Source: an optimization exercise on an open RTL-to-GDS flow (aim: small area). Production flows keep margins and buffers that such runs may drop.
Only simulation tests tie the RTL to the original design; equivalence was not proved.
Power and IR drop assume default switching activity.

**design/flow/flow/run.sh**
```bash
#!/bin/bash
# The standard layout (the standard.sh, standard synthesis unchanged), with these changes:
# the port buffers are the smallest buffer cell; clock tree synthesis builds the tree from
# clkbuf_8 cells in small clusters and adds no dummy loads; before the floorplan, the logic
# between the flip-flops is remapped for area (flow/restructure.tcl).
set -euo pipefail
bash standard.sh finish \
  "BUFFER_PORTS_ARGS=-buffer_cell sky130_fd_sc_hd__buf_1" \
  "CTS_ARGS=-sink_clustering_enable -repair_clock_nets -buf_list sky130_fd_sc_hd__clkbuf_8 -sink_clustering_size 20 -sink_clustering_max_diameter 50 -dont_use_dummy_load" \
  "PRE_FLOORPLAN_TCL=$PWD/flow/restructure.tcl" \
  > standard.log 2>&1
```
**design/flow/flow/restructure.tcl**
```tcl
set_dont_use $::env(DONT_USE_CELLS)
set rmp_dir $::env(OBJECTS_DIR)/rmp
file mkdir $rmp_dir
report_design_area
restructure -target area \
  -liberty_file [lindex $::env(LIB_FILES) 0] \
  -tielo_port sky130_fd_sc_hd__conb_1/LO -tiehi_port sky130_fd_sc_hd__conb_1/HI \
  -work_dir $rmp_dir -abc_logfile $rmp_dir/abc.log
report_design_area
# restructure leaves the parasitics estimate stale; refresh it for the floorplan's timing repair.
estimate_parasitics -placement
```
**design/flow/standard.sh**
```bash
#!/bin/bash
# synth_recipe.tcl (not shown) runs the flow's synth.tcl, then flattens the netlist and writes it again
# the make line also repeats each setting of config.mk as NAME=value (left out here)
make -C /OpenROAD-flow-scripts/flow DESIGN_CONFIG=/design/flow/config.mk WORK_HOME=/design/flow/orfs CLKGATE_MAP_FILE= SYNTH_SCRIPT=/design/flow/synth_recipe.tcl "${@:-finish}"
```
**design/flow/config.mk**
```make
export PLATFORM = sky130hd
export DESIGN_NAME = inst_fetch_queue
export DESIGN_NICKNAME = inst_fetch_queue
export VERILOG_FILES = /design/flow/design.v
export SDC_FILE = /design/flow/constraint.sdc
export NUM_CORES = 4
export LEC_CHECK = 0
export CAP_MARGIN = 20
export CORE_MARGIN = 2
export CORE_UTILIZATION = 65
export SLEW_MARGIN = 20
```
**design/flow/constraint.sdc**
```tcl
create_clock -name core_clock -period 5.5 [get_ports {clk_in}]
set_input_delay 1.1000 -clock core_clock [delete_from_list [all_inputs] [get_ports {clk_in}]]
set_output_delay 1.1000 -clock core_clock [all_outputs]
set_load 0.01 [all_outputs]
```
**design/flow/design.v**
```verilog
package inst_fetch_queue_pkg;
  localparam int unsigned DATA_WIDTH = 32;
  localparam logic [6:0]  OPC_JAL    = 7'h6f;
  function automatic logic is_jal(input logic [DATA_WIDTH-1:0] inst);
    is_jal = inst[6:0] == OPC_JAL;
  endfunction
  function automatic logic [31:0] predict_npc(input logic [31:0]           pc,
                                              input logic [DATA_WIDTH-1:0] inst,
                                              input logic                  jal);
    logic        neg, step, run;
    logic [20:0] off;
    logic [21:0] lo;
    neg = jal & inst[31];
    off = jal ? {inst[31], inst[19:12], inst[20], inst[30:21], 1'b0} : 21'd4;
    lo  = {1'b0, pc[20:0]} + {1'b0, off};
    step = lo[21] ^ neg;
    run  = step;
    predict_npc[20:0] = lo[20:0];
    for (int i = 21; i < 32; i++) begin
      predict_npc[i] = pc[i] ^ run;
      run = run & (pc[i] ^ neg);
    end
  endfunction
endpackage
module fetch_fifo
#(
  parameter int unsigned Depth = 16
) (
  input  logic                                        clk_in,
  input  logic                                        rst_in,
  input  logic                                        clear_i,
  input  logic                                        enq_i,
  input  logic                                        deq_i,
  input  logic [inst_fetch_queue_pkg::DATA_WIDTH-1:0] enq_data_i,
  output logic                                        valid_o,
  output logic                                        full_o,
  output logic [inst_fetch_queue_pkg::DATA_WIDTH-1:0] head_o,
  output logic                                        head_jal_o
);
  localparam int unsigned W = inst_fetch_queue_pkg::DATA_WIDTH;
  localparam int unsigned PtrW = $clog2(Depth);
  logic [(Depth-1)*W-1:0] mem_q;     
  logic [W-1:0]           head_q;    
  logic                   head_jal_q;  
  logic [PtrW-1:0]        last_q;    
  logic                   valid_q;
  logic [Depth-1:0]       pos;       
  logic                   one_or_less;
  logic                   mem_enq;
  logic [W-1:0]           mem_out, head_d;
  always_comb begin
    for (int i = 0; i < Depth; i++) begin
      pos[i] = valid_q & (last_q == PtrW'(i));
    end
  end
  assign one_or_less = ~valid_q | (last_q == '0);
  assign mem_enq     = enq_i & valid_q & ~(deq_i & pos[0]);
  always_ff @(posedge clk_in) begin
    if (mem_enq) begin
      mem_q <= {mem_q[(Depth-2)*W-1:0], enq_data_i};
    end
  end
  always_comb begin
    mem_out = '0;
    for (int i = 0; i < Depth - 1; i++) begin
      mem_out = mem_out | (mem_q[i*W +: W] & {W{pos[i+1]}});
    end
  end
  assign head_d = mem_out | (enq_data_i & {W{one_or_less}});
  always_ff @(posedge clk_in) begin
    if (deq_i | (enq_i & ~valid_q)) begin
      head_q     <= head_d;
      head_jal_q <= inst_fetch_queue_pkg::is_jal(head_d);
    end
  end
  always_ff @(posedge clk_in or negedge rst_in) begin
    if (!rst_in) begin
      last_q  <= '0;
      valid_q <= 1'b0;
    end else if (clear_i) begin
      last_q  <= '0;
      valid_q <= 1'b0;
    end else if (enq_i & ~deq_i) begin
      last_q  <= valid_q ? last_q + PtrW'(1) : '0;
      valid_q <= 1'b1;
    end else if (deq_i & ~enq_i) begin
      last_q  <= last_q - PtrW'(1);
      valid_q <= last_q != '0;
    end
  end
  assign head_o     = head_q;
  assign head_jal_o = head_jal_q;
  assign valid_o = valid_q;
  assign full_o  = pos[Depth-1];
endmodule
module inst_fetch_queue
#(
  parameter int unsigned QUEUE_DEPTH = 16,
  parameter logic [31:0] RESET_PC    = 32'h0
) (
  input  logic                  clk_in,
  input  logic                  rst_in,
  input  logic                  rdy_in,
  output logic                  mem_req_valid,
  output logic [31:0]           mem_req_addr,
  input  logic                  mem_resp_valid,
  input  logic [inst_fetch_queue_pkg::DATA_WIDTH-1:0] mem_resp_data,
  output logic                  inst_valid,
  output logic [inst_fetch_queue_pkg::DATA_WIDTH-1:0] inst_out,
  output logic [31:0]           inst_pc_out,
  output logic [31:0]           inst_pred_pc_out,
  input  logic                  inst_deq,
  input  logic                  flush_in,
  input  logic [31:0]           flush_pc_in
);
  logic            wait_q;    
  logic            drop_q;    
  logic [31:0]     pc_q;      
  logic [31:0]     head_pc_q;
  logic            valid, full;
  logic            clear, enq, deq;
  logic [31:0]     npc, head_npc;
  logic [inst_fetch_queue_pkg::DATA_WIDTH-1:0] head;
  logic            head_jal;
  assign clear    = rdy_in & flush_in;
  assign enq      = rdy_in & wait_q & mem_resp_valid & ~flush_in;
  assign deq      = rdy_in & inst_deq & valid & ~flush_in;
  assign npc      = inst_fetch_queue_pkg::predict_npc(pc_q, mem_resp_data,
                                                    inst_fetch_queue_pkg::is_jal(mem_resp_data));
  assign head_npc = inst_fetch_queue_pkg::predict_npc(head_pc_q, head, head_jal);
  always_ff @(posedge clk_in or negedge rst_in) begin
    if (!rst_in) begin
      wait_q <= 1'b0;
      drop_q <= 1'b0;
    end else if (rdy_in) begin
      if (wait_q) begin
        wait_q <= ~flush_in & ~mem_resp_valid;
        drop_q <= flush_in & ~mem_resp_valid;
      end else if (drop_q) begin
        drop_q <= ~mem_resp_valid;
      end else begin
        wait_q <= ~flush_in & ~full;
      end
    end
  end
  always_ff @(posedge clk_in or negedge rst_in) begin
    if (!rst_in) begin
      pc_q <= RESET_PC;
    end else if (clear) begin
      pc_q <= flush_pc_in;
    end else if (enq) begin
      pc_q <= npc;
    end
  end
  always_ff @(posedge clk_in) begin
    if (!valid) begin
      head_pc_q <= pc_q;
    end else if (deq) begin
      head_pc_q <= head_npc;
    end
  end
  fetch_fifo #(
    .Depth(QUEUE_DEPTH)
  ) u_fetch_fifo (
    .clk_in    (clk_in),
    .rst_in    (rst_in),
    .clear_i   (clear),
    .enq_i     (enq),
    .deq_i     (deq),
    .enq_data_i(mem_resp_data),
    .valid_o   (valid),
    .full_o    (full),
    .head_o    (head),
    .head_jal_o(head_jal)
  );
  assign mem_req_valid    = wait_q;
  assign mem_req_addr     = pc_q;
  assign inst_valid       = valid;
  assign inst_out         = head;
  assign inst_pc_out      = head_pc_q;
  assign inst_pred_pc_out = head_npc;
endmodule
```
==> results of run 1 <==
==> notes.md, run 1 <==
Synthesized area per cell = 15.9 um^2
Mapped cell area = 22,900 um^2
Failing step = 2_1_floorplan
Synthesized instance count = 1,437
Die Y = 192 um
Initial Util = 0.662
Row cnt = 68
Die Width = 192 um
Yosys warnings = 2
Status = stopped before the end
First error = [ERROR EST-0104] inconsistent parasitics state
==> inputs of run 2 (changes only) <==
--- a/design/flow/design.v
+++ b/design/flow/design.v
@@ -38,12 +38,12 @@
   output logic                                        head_jal_o
 );
-  localparam int unsigned W = inst_fetch_queue_pkg::DATA_WIDTH;
+  localparam int unsigned W    = inst_fetch_queue_pkg::DATA_WIDTH;
   localparam int unsigned PtrW = $clog2(Depth);
-  logic [(Depth-1)*W-1:0] mem_q;     
-  logic [W-1:0]           head_q;    
-  logic                   head_jal_q;  
-  logic [PtrW-1:0]        last_q;    
+  logic [(Depth-1)*W-1:0] mem_q;        
+  logic [W-1:0]           head_q;       
+  logic                   head_jal_q;   
+  logic [PtrW-1:0]        last_q;       
   logic                   valid_q;
-  logic [Depth-1:0]       pos;       
+  logic [Depth-1:0]       pos;          
   logic                   one_or_less;
   logic                   mem_enq;
@@ -91,6 +91,6 @@
   assign head_o     = head_q;
   assign head_jal_o = head_jal_q;
-  assign valid_o = valid_q;
-  assign full_o  = pos[Depth-1];
+  assign valid_o    = valid_q;
+  assign full_o     = pos[Depth-1];
 endmodule
 module inst_fetch_queue
==> design/flow/flow/run.sh (replaced) <==
#!/bin/bash
# The standard layout (the standard.sh, standard synthesis unchanged), with two changes:
# the port buffers are the smallest buffer cell, and clock tree synthesis builds the tree from
# clkbuf_8 cells in small clusters and adds no dummy loads.
set -euo pipefail
bash standard.sh finish \
  "BUFFER_PORTS_ARGS=-buffer_cell sky130_fd_sc_hd__buf_1" \
  "CTS_ARGS=-sink_clustering_enable -repair_clock_nets -buf_list sky130_fd_sc_hd__clkbuf_8 -sink_clustering_size 20 -sink_clustering_max_diameter 50 -dont_use_dummy_load" \
  > standard.log 2>&1
removed: design/flow/flow/restructure.tcl
==> run 2 against run 1 <==
  * Now clean on timing, DRC and antenna
  * Area after synthesis is 4.8% higher
  * Synthesized cell count increased by 9.0%
==> notes.md, run 2 <==
Yosys warnings = 2 (unchanged)
Antenna diodes = 0
Synthesized instance count = 1,567 (+9.0%)
Root Buffer = clkbuf_8
First-pass GRT wire length = 88,800 um
Clock sink count = 584
Max H-tree Level = 2
Largest net degree at the start of global routing = 186
Post-synthesis xor/xnor area fraction = 0.0190
Static leakage = 0.00861 uW
VDD IR-drop max = 0.298 mV
Vias/cell = 6.87
Num CTS Buffers = 46
Critical path's top delay family = compound AO/OA/AOI/OAI gates
Via count = 15,300
Area delta synth->final = 8.40%
Final hold slack = 405 ps
Post-DRT Antenna Nets = 0
Reg clk slew, reported paths = 110 ps
GPL Wtd Cong = 0.942
# nets final = 1,881
Flops & latches, synth = 584
GRT Total Usage = 0.311
Die Width = 196 um (+2.3%)
Fraction of layout cells with a size suffix above 1 = 0.0800
Simple-gate share of the synthesized area = 0.0709
Top cell type's share of synthesized area = 0.682
Multi-input logic area = 6370 um^2
Rel. slew slack = 0.281
Cell with the most instances after synthesis = edfxtp_1
Final Max Slew Viols = 0
Complex-gate fraction of the synthesized area = 0.130
Layout Utilization = 0.712
Largest family of logic cells by synthesized area = compound AO/OA/AOI/OAI gates
Synthesized area per cell = 15.3 um^2 (-3.9%)
Hpwl dp = 37,500 um
Worst slew pin tran = 1080 ps
Core Region = 36,500 um^2
Die area = 38,500 um^2
CP max-delay cell = edfxtp_1
Highest metal used = met4
Hold Buf Count CTS = 0
Worst Path Arrival = 4140 ps
Final period util = 0.953
Initial DRC count = 1,830
Fill cells = 2,463
Post-synth EDFFs = 545
Setup crit end kind = primary output
CP startpoint kind = flip-flop
Initial Util = 0.657 (-0.00448)
Row cnt = 70 (+2.9%)
Syn Nets = 1,684
Top FF cell, synth = edfxtp_1
Final WS setup = 261 ps
TritonCTS clock tree = yes
Total wire length = 59,900 um
Reg area = 17,300 um^2
Max-cap check violation count = 0
Area leader, netlist = edfxtp_1
Max incr delay on CP = 460 ps
Total power after layout = 9280 uW
RSZ-0062 raised after global routing = false
Per-cell routed wire length = 26.9 um
Skew final = 129 ps
Status = complete, no violations
Die Y = 196 um (+2.3%)
Post-layout instance area = 26,000 um^2
Clk buf depth = 3
Top cells by area, synth = edfxtp_1 (68%), dfrtp_1 (4.1%), a222oi_1 (2.6%), ha_1 (2.3%), a221oi_1 (2.3%)
Worst hold path type = flip-flop to flip-flop
Vias in the first global route = 14,700
Critical Path, Cell by Cell = and2_1, ha_1, fa_1, a211oi_1, o21ai_0, nand4_1, a21oi_1, o31ai_4, mux2i_1, nand2_1, xnor2_1, buf_1
Adder-Cell Fraction of Synth Area = 0.0251
Pre-CTS WS = 648 ps
Post-route minimum period = 5240 ps
Initial antenna violation count = 0
Max Freq = 191 MHz
WL met3 = 6100 um
Final setup violation count = 0
Req. time, crit path = 4400 ps
Sequential area share after synthesis = 0.723
Biggest register = u_fetch_fifo.mem_q
Kind of critical path = flip-flop to primary output
Post-synth top cells = edfxtp_1 (545), nand2_1 (85), nand3_1 (80)
Ys async rst share = 0.0668
Clock Latency Late Sink = 680 ps
I/O pin count = 200
WP buf/inv = 1
Placed Area = 25,400 um^2
Setup repair bufs after CTS = 0
Multiplexer area fraction after synthesis = 0.0164
PostCTS Resize Cnt = 0
DR WL met2 = 27,900 um
Commonest non-fill, non-tap cell in the layout = edfxtp_1
Mapped cell area = 24,000 um^2 (+4.8%)
PD cells = 357 nW/um^2
Post-Route M1 WL = 24,200 um
Final hold violations = 0
Most frequent cells in the layout = edfxtp_1 (545), buf_1 (198), nand2_1 (83)
IO buf count = 199
Crit Path Max Fanout = 5
Count of cell types in the netlist = 68
GR Overflow Total = 0
Remaining DRCs = 0
Pre-antenna DRT Iters = 7
Max reg flops = 480
## run 2: layout make-up
cell class	instances	area share
sequential	584	0.667
tap	468	0.0225
inverter	18	0.00260
timing repair buffer	230	0.0391
clock buffer	46	0.0243
multi-input combinational	884	0.245
## run 2: logic make-up (layout without fill, tap and decap cells)
logic type / count (synthesis) / after routing
AO/OA/AOI/OAI: 400 / 400
multiplexers: 36 / 36
buffers and inverters: 99 / 294
adder cells (fa/ha/maj): 47 / 47
flip-flops: 584 / 584
AND/OR/NAND/NOR: 349 / 349
XOR/XNOR: 52 / 52
## run 2: report_power, final
part	leakage, uW	internal, uW	switching (uW)
Sequential	0.00541	5130	244
Clock	0.000331	749	1280
Combinational	0.00287	709	1180
Total	0.00861	6580	2700
## run 2: worst paths after layout
path / start / end / slack (ps) / cells past startpoint
max: u_fetch_fifo.head_q[21] / inst_pred_pc_out[29] / 260 / 12
min: u_fetch_fifo.mem_q[337] / u_fetch_fifo.mem_q[369] / 400 / 0
max reg2reg: u_fetch_fifo.head_q[21] / head_pc_q[30] / 1640 / 12
min reg2reg: u_fetch_fifo.mem_q[337] / u_fetch_fifo.mem_q[369] / 400 / 0
max in group asynchronous: rst_in / pc_q[12] / 4260 / 1
min in group asynchronous: rst_in / u_fetch_fifo.last_q[1] / 580 / 1
## run 2: stage by stage
stage	cells	TNS (ps)
after global routing	2230	0
after CTS	2230	0
after floorplan	1567	-2164120
final	2230	0
after global placement	2184	0
after detailed placement	2184	0
## run 2: per-layer routing
layer,GRT usage,vias to the layer above
li1,-,6690
met1,0.454,7588
met2,0.485,930
met3,0.0480,106
met4,0.112,0
met5,0,-
==> inputs of run 3 (changes only) <==
==> design/flow/run.sh (new file) <==
#!/bin/bash
# synth_recipe.tcl (not shown) runs the flow's synth.tcl, then flattens the netlist and writes it again
# the make line also repeats each setting of config.mk as NAME=value (left out here)
make -C /OpenROAD-flow-scripts/flow DESIGN_CONFIG=/design/flow/config.mk WORK_HOME=/design/flow/orfs CLKGATE_MAP_FILE= SYNTH_SCRIPT=/design/flow/synth_recipe.tcl finish
--- a/design/flow/config.mk
+++ b/design/flow/config.mk
@@ -9,3 +9,6 @@
 export CORE_MARGIN = 2
 export CORE_UTILIZATION = 65
+export CTS_BUF_LIST = sky130_fd_sc_hd__clkbuf_8
+export CTS_CLUSTER_DIAMETER = 50
+export CTS_CLUSTER_SIZE = 20
 export SLEW_MARGIN = 20
removed: design/flow/flow/run.sh
removed: design/flow/standard.sh
==> run 3 against run 2 <==
  * Count of clock-buffer cells in the layout up 2
  * Maximum frequency shrank 1.3%
  * Combinational power up 23%
  * Sequential cell count is the same
  * Largest power group unchanged
==> notes.md, run 3 <==
Reg clk slew, reported paths = 110 ps (about the same)
Max H-tree Level = 2 (unchanged)
First-pass GRT wire length = 90,600 um (+2.1%)
Worst hold path type = flip-flop to flip-flop
Depth of the worst register-to-register path = 8 (-4)
Commonest non-fill, non-tap cell in the layout = edfxtp_1
R2R Path End = u_fetch_fifo.head_jal_q
Req. time, crit path = 4400 ps (about the same)
Area leader, netlist = edfxtp_1
Logic pwr share = 0.229 (+0.026)
Hold Path Depth = 0 (unchanged)
Status = complete, no violations
Post-route minimum period = 5310 ps (+69.3 ps)
Ys async rst share = 0.0668 (unchanged)
I/O pin count = 200 (unchanged)
Top FF cell, synth = edfxtp_1
Antenna diodes = 0 (unchanged)
Total power after layout = 10,100 uW (+9.3%)
Area delta synth->final = 15.1%
Most frequent cells in the layout = edfxtp_1 (545), clkdlybuf4s50_1 (196), nand2_1 (81)
Core Region = 36,500 um^2 (unchanged)
Internal cell power = 7220 uW (+9.7%)
Initial DRC count = 1,891 (+3.3%)
Total wire length = 61,400 um (+2.5%)
VDD IR-drop max = 0.291 mV (-2.2%)
Max-cap check violation count = 0 (unchanged)
Num CTS Buffers = 45 (-2.2%)
Largest net degree at the start of global routing = 141 (-24%)
Clk pwr share = 0.239 (+0.021)
Register-to-register setup slack = 1830 ps (+190 ps)
Die Y = 196 um (unchanged)
Worst R2R Start = u_fetch_fifo.valid_q
Vias/cell = 6.88 (+0.23%)
WP buf/inv = 1 (unchanged)
Post-DRT Antenna Nets = 0 (unchanged)
Critical Path, Cell by Cell = and2_1, ha_1, fa_2, a211oi_2, o21ai_0, nand4_1, a21oi_1, o31ai_4, mux2i_4, nand2_1, xnor2_1, clkdlybuf4s50_1
Via count = 15,600 (+1.8%)
GRT Total Usage = 0.319 (+0.00841)
Flops & latches, synth = 584 (unchanged)
Critical path's top delay family = compound AO/OA/AOI/OAI gates
Root Buffer = clkbuf_8
Syn Nets = 1,684 (unchanged)
Initial Util = 0.657 (unchanged)
Remaining DRCs = 0 (unchanged)
Synthesized area per cell = 15.3 um^2 (unchanged)
RSZ-0062 raised after global routing = true
CP startpoint kind = flip-flop
Vias in the first global route = 14,800 (+0.71%)
Max reg flops = 480 (unchanged)
Count of cell types in the netlist = 68 (unchanged)
Biggest register = u_fetch_fifo.mem_q
Setup crit end kind = primary output
Yosys warnings = 2 (unchanged)
Synthesized instance count = 1,567 (unchanged)
Post-layout instance area = 27,600 um^2 (+6.2%)
Skew final = 64.8 ps (-64.1 ps)
GR Overflow Total = 0 (unchanged)
Hpwl dp = 39,300 um (+4.6%)
Net load switching power = 2930 uW (+8.4%)
Kind of critical path = flip-flop to primary output
Pre-antenna DRT Iters = 6 (-1)
Final Max Slew Viols = 0 (unchanged)
Static leakage = 0.00935 uW (+8.6%)
Final hold violations = 0 (unchanged)
Fraction of layout cells with a size suffix above 1 = 0.0974 (+0.0174)
Die Width = 196 um (unchanged)
IO buf count = 199 (unchanged)
CP max-delay cell = clkdlybuf4s50_1
Per-cell routed wire length = 27.1 um (+0.89%)
Post-synth top cells = edfxtp_1 (545), nand2_1 (85), nand3_1 (80)
Initial antenna violation count = 1 (+1)
Top cells by area, synth = edfxtp_1 (68%), dfrtp_1 (4.1%), a222oi_1 (2.6%), ha_1 (2.3%), a221oi_1 (2.3%)
Multi-input logic area = 6400 um^2 (+0.51%)
Final setup violation count = 0 (unchanged)
Crit Path Max Fanout = 5 (unchanged)
Fill cells = 2,225 (-9.7%)
Hold Buf Count CTS = 0 (unchanged)
Post-synth EDFFs = 545 (unchanged)
Max Freq = 188 MHz (-1.3%)
Min-delay src = u_fetch_fifo.mem_q[144]
Worst Path Arrival = 4210 ps (+70 ps)
Flop pwr share = 0.532 (-0.046)
Sw Ratio = 0.289 (-0.00235)
Row cnt = 70 (unchanged)
Clock Latency Late Sink = 670 ps (about the same)
TritonCTS clock tree = yes
Reg area = 17,300 um^2 (unchanged)
Placed Area = 26,700 um^2 (+5.0%)
Hold EP = u_fetch_fifo.mem_q[176]
Top cell type's share of synthesized area = 0.682 (unchanged)
# nets final = 1,886 (+0.27%)
Sequential area share after synthesis = 0.723 (unchanged)
Rel. slew slack = 0.295 (+0.0147)
Max incr delay on CP = 570 ps (+110 ps)
Die area = 38,500 um^2 (unchanged)
PD cells = 367 nW/um^2 (+3.0%)
Clk buf depth = 3 (unchanged)
Cell with the most instances after synthesis = edfxtp_1
Clock sink count = 584 (unchanged)
GPL Wtd Cong = 0.940 (-0.20%)
Mapped cell area = 24,000 um^2 (unchanged)
Final period util = 0.965 (+0.0126)
Worst slew pin tran = 1060 ps (-20.9 ps)
run 3: cell counts after synthesis:
Identical to the previous run, type by type.
run 3: area by class of cell:
cell class | instances | area share
Clock inverter | 27 | 0.00915
Sequential cell | 584 | 0.628
Multi-Input combinational cell | 884 | 0.232
Inverter | 18 | 0.00245
Timing Repair Buffer | 236 | 0.0835
Clock buffer | 48 | 0.0239
Tap cell | 468 | 0.0212
run 3: how the worst max path moves through the flow:
stage / startpoint / to / slack, ps / cells after the start
2_1_floorplan: rdy_in / u_fetch_fifo.mem_q[0] / -4510 / 4
3_3_place_gp: mem_resp_data[2] / pc_q[28] / 350 / 16
3_5_place_dp: mem_resp_data[2] / pc_q[28] / 280 / 16
4_1_cts: u_fetch_fifo.head_q[21] / inst_pred_pc_out[29] / 50 / 12
5_1_grt: u_fetch_fifo.head_q[21] / inst_pred_pc_out[31] / -5 / 12
6_report: u_fetch_fifo.head_q[21] / inst_pred_pc_out[31] / 190 / 12
run 3: metal layers:
| layer | GRT usage | wire length [um] | vias to the layer above |
|---|---|---|---|
| met5 | 0 | 13 | - |
| met4 | 0.0797 | 1360 | 2 |
| met3 | 0.0667 | 6900 | 102 |
| met2 | 0.507 | 28800 | 991 |
| met1 | 0.462 | 24300 | 7756 |
| li1 | - | - | 6739 |
run 3: worst register-to-register path, stage by stage (launching register included):
cell and delay [ps]:
dfrtp_2 800, inv_2 280, nor2_1 220, and3_1 890, a22oi_1 230, nand4_1 140, or2_2 160, nand2_1 110
nor3_1 610
run 3: cell families after synthesis:
group,synth area share
DFF,0.723
AOI/OAI and AO/OA,0.130
buffers and inverters,0.0157
adders and majority gates,0.0251
muxes,0.0164
xor gates and xnor gates,0.0190
and+or+nand+nor,0.0709
run 3: power by group through the flow:
stage          clock network (uW)  logic (uW)  registers [uW]
5_1_grt                      2590        2480            5430
3_5_place_dp                    0        2290            5490
4_1_cts                      2460        2300            5390
3_3_place_gp                    0        2260            5480
6_report                     2420        2330            5400
2_1_floorplan                   0        1190            5470
run 3: per-stage QoR:
stage / instances / setup TNS [ps] / setup WS (ps) / utilization / hold slack, ps
after floorplan: 1567 / -2164120 / -4510 / - / 425
after global placement: 2188 / 0 / 350 / 0.730 / 430
after detailed placement: 2188 / 0 / 284 / 0.730 / 433
after CTS: 2264 / 0 / 49.5 / 0.755 / 433
after global routing: 2265 / -4.70 / -4.70 / 0.756 / 453
final: 2265 / 0 / 191 / 0.756 / 435
run 3: repair_timing:
item / 4_1_cts / 5_1_grt
setup buffers: 1 / 1
endpoints found under the setup margin: 4 / 10
pin swaps: 1 / 0
resized for setup: 2 / 8
endpoints found under the hold margin: 0 / 0

[what the ideal ports hide]
Ports are ideal in the flow. The routed layouts listed here were re-timed in OpenROAD. Step 1, drivers: a clkbuf_16 drives clk_in and a buf_2 each remaining input, both assumed. Step 2, shift: input delay + t, output delay - t, t = (earliest + latest rising clock arrival at the registers) / 2. This alone moves slack from input paths to output paths. Three values: ideal, step 1, step 2; two values: the first two.
run	shift t [ns]	setup slack, ns	worst register clock-pin slew, ns
run 2	0.668	0.261 / 0.209 / 0.592	0.12 / 0.12
run 3	0.690	0.191 / 0.140 / 0.214	0.12 / 0.12
After both steps every run listed still meets setup and hold.
